From an optimization exercise on the open Yosys and OpenROAD flow, aimed at small area; shortcuts taken in it are not production practice. At most, simulation tests tie the RTL to the original design; equivalence was not proved. Power figures rest on the tool's default switching activity, not on a simulated workload.

// inst_buffer
module inst_buffer #(
  parameter int DEPTH       = 16,
  parameter int FULL_MARGIN = 4
) (
  input  logic        clk,
  input  logic        rst,
  input  logic        flush,
  input  logic        data_ok1,
  input  logic        data_ok2,
  input  logic [31:0] rdata1,
  input  logic [31:0] rdata2,
  input  logic [31:0] raddr1,
  input  logic [31:0] raddr2,
  input  logic [34:0] predict_pkt1,
  input  logic [34:0] predict_pkt2,
  input  logic        dec_stall,
  output logic        instbuffer_full,
  output logic        issue_valid1,
  output logic        issue_valid2,
  output logic [31:0] issue_inst1,
  output logic [31:0] issue_inst2,
  output logic [31:0] issue_addr1,
  output logic [31:0] issue_addr2,
  output logic [34:0] issue_pkt1,
  output logic [34:0] issue_pkt2,
  output logic        overflow_err
);
For scale: about 3100 cells after synthesis, roughly 1600 flip-flops.
==> module inst_buffer, before the edit <==
module inst_buffer #(
  parameter int DEPTH       = 16,
  parameter int FULL_MARGIN = 4
) (
  input  logic        clk,
  input  logic        rst,
  input  logic        flush,
  input  logic        data_ok1,
  input  logic        data_ok2,
  input  logic [31:0] rdata1,
  input  logic [31:0] rdata2,
  input  logic [31:0] raddr1,
  input  logic [31:0] raddr2,
  input  logic [34:0] predict_pkt1,
  input  logic [34:0] predict_pkt2,
  input  logic        dec_stall,
  output logic        instbuffer_full,
  output logic        issue_valid1,
  output logic        issue_valid2,
  output logic [31:0] issue_inst1,
  output logic [31:0] issue_inst2,
  output logic [31:0] issue_addr1,
  output logic [31:0] issue_addr2,
  output logic [34:0] issue_pkt1,
  output logic [34:0] issue_pkt2,
  output logic        overflow_err
);
  localparam int AW = $clog2(DEPTH);
  localparam int CW = AW + 1;
  localparam int HD = DEPTH / 2;
  localparam int W  = 99;
  logic [W-1:0]  bank_e [HD];
  logic [W-1:0]  bank_o [HD];
  logic [AW-1:0] rd_ptr_q, wr_ptr_q;
  logic [CW-1:0] count_q;
  logic          ovf_q;
  assign wr_ptr_q = rd_ptr_q + count_q[AW-1:0];
  logic          drop, valid1, valid2, we1, we2;
  logic [AW-1:0] wr_ptr_p1, rd_ptr_p1;
  logic [W-1:0]  in1, in2, wdn_e, wdn_o;
  localparam int NG = 1;                  
  localparam int GW = (W + NG - 1) / NG;   
  logic [HD-1:0] sel_e [NG];
  logic [HD-1:0] sel_o [NG];
  logic [HD-1:0] wen_e [NG];
  logic [HD-1:0] wen_o [NG];
  logic [NG-1:0] wsel;
  logic [W-1:0]  rd_e, rd_o, out1, out2;
  logic [NG-1:0] sel1_e, sel1_o, sel2_e, sel2_o;
  assign in1 = {predict_pkt1, raddr1, rdata1};
  assign in2 = {predict_pkt2, raddr2, rdata2};
  logic c16, c15;
  logic [2:0] delta;   
  always_comb begin
    c16       = count_q[CW-1];
    c15       = ~count_q[CW-1] & (&count_q[CW-2:0]);
    drop      = data_ok1 & (c16 | (c15 & data_ok2));
    valid1    = (count_q != '0) & ~dec_stall;
    valid2    = (count_q[CW-1:1] != '0) & ~dec_stall;
    we1       = ~flush & data_ok1 & ~c16;
    we2       = ~flush & data_ok1 & data_ok2 & ~c16 & ~c15;
    wr_ptr_p1 = wr_ptr_q + AW'(1);
    rd_ptr_p1 = rd_ptr_q + AW'(1);
    delta     = 3'({we2, we1 ^ we2}) - 3'({valid2, valid1 ^ valid2});
  end
  always_ff @(posedge clk or negedge rst) begin
    if (!rst) begin
      rd_ptr_q <= '0;
      count_q  <= '0;
      ovf_q    <= 1'b0;
    end else if (flush) begin
      rd_ptr_q <= '0;
      count_q  <= '0;
      ovf_q    <= 1'b0;
    end else begin
      rd_ptr_q <= rd_ptr_q + AW'({valid2, valid1 ^ valid2});
      count_q  <= count_q + {{(CW-2){delta[2]}}, delta[1:0]};
      ovf_q    <= ovf_q | drop;
    end
  end
  for (genvar b = 0; b < W; b++) begin : g_wmux
    ib_mux2i u_we (.a(in1[b]), .b(in2[b]), .s(wsel[b / GW]), .y(wdn_e[b]));
    ib_mux2i u_wo (.a(in2[b]), .b(in1[b]), .s(wsel[b / GW]), .y(wdn_o[b]));
  end
  logic [AW-2:0] wrow_e, wrow_o, rrow_e, rrow_o;
  logic          wbe, wbo;
  always_comb begin
    wrow_o = wr_ptr_q[AW-1:1];
    wrow_e = wr_ptr_p1[AW-1:1];
    wbe    = wr_ptr_q[0] ? we2 : we1;
    wbo    = wr_ptr_q[0] ? we1 : we2;
    rrow_o = rd_ptr_q[AW-1:1];
    rrow_e = rd_ptr_p1[AW-1:1];
  end
  for (genvar g = 0; g < NG; g++) begin : g_dec
    ib_dec u_dec (
      .rrow_e(rrow_e), .rrow_o(rrow_o), .wrow_e(wrow_e), .wrow_o(wrow_o),
      .wbe(wbe), .wbo(wbo), .rd0(rd_ptr_q[0]), .cnt0(count_q[0]),
      .valid1(valid1), .valid2(valid2),
      .sel_e_n(sel_e[g]), .sel_o_n(sel_o[g]), .wen_e(wen_e[g]), .wen_o(wen_o[g]),
      .sel1_e(sel1_e[g]), .sel1_o(sel1_o[g]), .sel2_e(sel2_e[g]), .sel2_o(sel2_o[g]),
      .wsel(wsel[g]));
  end
  always_ff @(posedge clk) begin
    for (int j = 0; j < HD; j++) begin
      for (int b = 0; b < W; b++) begin
        if (wen_e[b / GW][j]) bank_e[j][b] <= wdn_e[b];
        if (wen_o[b / GW][j]) bank_o[j][b] <= wdn_o[b];
      end
    end
  end
  for (genvar b = 0; b < W; b++) begin : g_rd
    logic [3:0] xe, xo;
    for (genvar k = 0; k < HD / 2; k++) begin : g_pair
      ib_oa22n u_e (.a1(sel_e[b / GW][2*k]), .a2(bank_e[2*k][b]), .b1(sel_e[b / GW][2*k+1]), .b2(bank_e[2*k+1][b]),
                    .y(xe[k]));
      ib_oa22n u_o (.a1(sel_o[b / GW][2*k]), .a2(bank_o[2*k][b]), .b1(sel_o[b / GW][2*k+1]), .b2(bank_o[2*k+1][b]),
                    .y(xo[k]));
    end
    ib_or4   u_e3 (.a(xe[0]), .b(xe[1]), .c(xe[2]), .d(xe[3]), .y(rd_e[b]));
    ib_or4   u_o3 (.a(xo[0]), .b(xo[1]), .c(xo[2]), .d(xo[3]), .y(rd_o[b]));
    ib_ao22  u_s1 (.a1(sel1_e[b / GW]), .a2(rd_e[b]), .b1(sel1_o[b / GW]), .b2(rd_o[b]), .y(out1[b]));
    ib_ao22  u_s2 (.a1(sel2_e[b / GW]), .a2(rd_e[b]), .b1(sel2_o[b / GW]), .b2(rd_o[b]), .y(out2[b]));
  end
  assign issue_valid1    = valid1;
  assign issue_valid2    = valid2;
  assign issue_inst1     = out1[31:0];
  assign issue_addr1     = out1[63:32];
  assign issue_pkt1      = out1[98:64];
  assign issue_inst2     = out2[31:0];
  assign issue_addr2     = out2[63:32];
  assign issue_pkt2      = out2[98:64];
  assign instbuffer_full = count_q > CW'(DEPTH - FULL_MARGIN);
  assign overflow_err    = ovf_q;
endmodule
clock: 6.0 ns
lec_check: 0
cap_margin: 20
core_margin: 2
core_utilization: 75
place_density: 0.8
slew_margin: 20
synth_hierarchical: 1
synth_minimum_keep_size: 0
standard.sh (not shown) runs the stock make flow with config.mk's settings and CLKGATE_MAP_FILE= SYNTH_SCRIPT=/design/flow/synth_recipe.tcl, a recipe that flattens the netlist after the stock synthesis.
==> flow/flow/run.sh <==
#!/bin/bash
# Standard layout, with each port buffered by the smallest buffer cell and
# clock tree synthesis without dummy loads.
set -euo pipefail
cd "$(dirname "$0")/.."
bash standard.sh \
  'BUFFER_PORTS_ARGS=-buffer_cell sky130_fd_sc_hd__buf_1' \
  'CTS_ARGS=-sink_clustering_enable -repair_clock_nets -sink_clustering_size 20 -sink_clustering_max_diameter 55 -buf_list sky130_fd_sc_hd__clkbuf_8 -dont_use_dummy_load' \
  finish > standard_flow.log 2>&1
Edit:
--- a/flow/design.v
+++ b/flow/design.v
@@ -32,13 +32,14 @@
   logic [W-1:0]  bank_e [HD];
   logic [W-1:0]  bank_o [HD];
   logic [AW-1:0] rd_ptr_q, wr_ptr_q;
   logic [CW-1:0] count_q;
   logic          ovf_q;
+  logic [AW-2:0] rrow_e_q;   
   assign wr_ptr_q = rd_ptr_q + count_q[AW-1:0];
   logic          drop, valid1, valid2, we1, we2;
-  logic [AW-1:0] wr_ptr_p1, rd_ptr_p1;
+  logic [AW-1:0] wr_ptr_p1, rd_ptr_p1, rd_ptr_p2;
   logic [W-1:0]  in1, in2, wdn_e, wdn_o;
   localparam int NG = 1;                  
   localparam int GW = (W + NG - 1) / NG;   
   logic [HD-1:0] sel_e [NG];
   logic [HD-1:0] sel_o [NG];
@@ -59,23 +60,27 @@
     valid2    = (count_q[CW-1:1] != '0) & ~dec_stall;
     we1       = ~flush & data_ok1 & ~c16;
     we2       = ~flush & data_ok1 & data_ok2 & ~c16 & ~c15;
     wr_ptr_p1 = wr_ptr_q + AW'(1);
     rd_ptr_p1 = rd_ptr_q + AW'(1);
+    rd_ptr_p2 = rd_ptr_q + AW'({valid2, valid1 ^ valid2}) + AW'(1);
     delta     = 3'({we2, we1 ^ we2}) - 3'({valid2, valid1 ^ valid2});
   end
   always_ff @(posedge clk or negedge rst) begin
     if (!rst) begin
       rd_ptr_q <= '0;
+      rrow_e_q <= '0;
       count_q  <= '0;
       ovf_q    <= 1'b0;
     end else if (flush) begin
       rd_ptr_q <= '0;
+      rrow_e_q <= '0;
       count_q  <= '0;
       ovf_q    <= 1'b0;
     end else begin
       rd_ptr_q <= rd_ptr_q + AW'({valid2, valid1 ^ valid2});
+      rrow_e_q <= rd_ptr_p2[AW-1:1];
       count_q  <= count_q + {{(CW-2){delta[2]}}, delta[1:0]};
       ovf_q    <= ovf_q | drop;
     end
   end
   for (genvar b = 0; b < W; b++) begin : g_wmux
@@ -88,11 +93,11 @@
     wrow_o = wr_ptr_q[AW-1:1];
     wrow_e = wr_ptr_p1[AW-1:1];
     wbe    = wr_ptr_q[0] ? we2 : we1;
     wbo    = wr_ptr_q[0] ? we1 : we2;
     rrow_o = rd_ptr_q[AW-1:1];
-    rrow_e = rd_ptr_p1[AW-1:1];
+    rrow_e = rrow_e_q;
   end
   for (genvar g = 0; g < NG; g++) begin : g_dec
     ib_dec u_dec (
       .rrow_e(rrow_e), .rrow_o(rrow_o), .wrow_e(wrow_e), .wrow_o(wrow_o),
       .wbe(wbe), .wbo(wbo), .rd0(rd_ptr_q[0]), .cnt0(count_q[0]),
What happened: Sequential power hardly moves. Power is lower by about 1.6%. Synthesized area hardly moves. Final area barely changes. Die area is about the same. Count of clock-buffer cells in the layout fell by 1. Setup slack gets better by 0.63 ns. Wire length went up by 2.9%. Via count rose by about 1.3%.
Function not checked in the second run of this note: the RTL went through the layout flow alone.

[what the ideal ports hide]
The flow's constraints put no driver on any port. The routed layouts listed below were extracted and timed again, unchanged, in two steps. Step 1 sets driving cells, clkbuf_16 on the clock port and buf_2 on the other inputs (assumed; they add their load-dependent delay and slew). Step 2 times the ports against the registers' clock, not the clock port: input delays grow and output delays shrink by t, the midpoint of the rising clock arrivals with the driver on. a / b / c = ideal / step 1 / step 2; a / b = the first two.
run	t, ns	setup slack, ns	worst setup path after step 2	slew at the worst register clock pin (ns)	worst data-port slew with drivers (ns)
the first run	0.796	0.320 / 0.249 / 1.046	register to output	0.12 / 0.12	0.17
the second run	0.831	0.947 / 0.875 / 1.344	input to output	0.12 / 0.12	0.13
After both steps setup and hold are still met in every run listed.
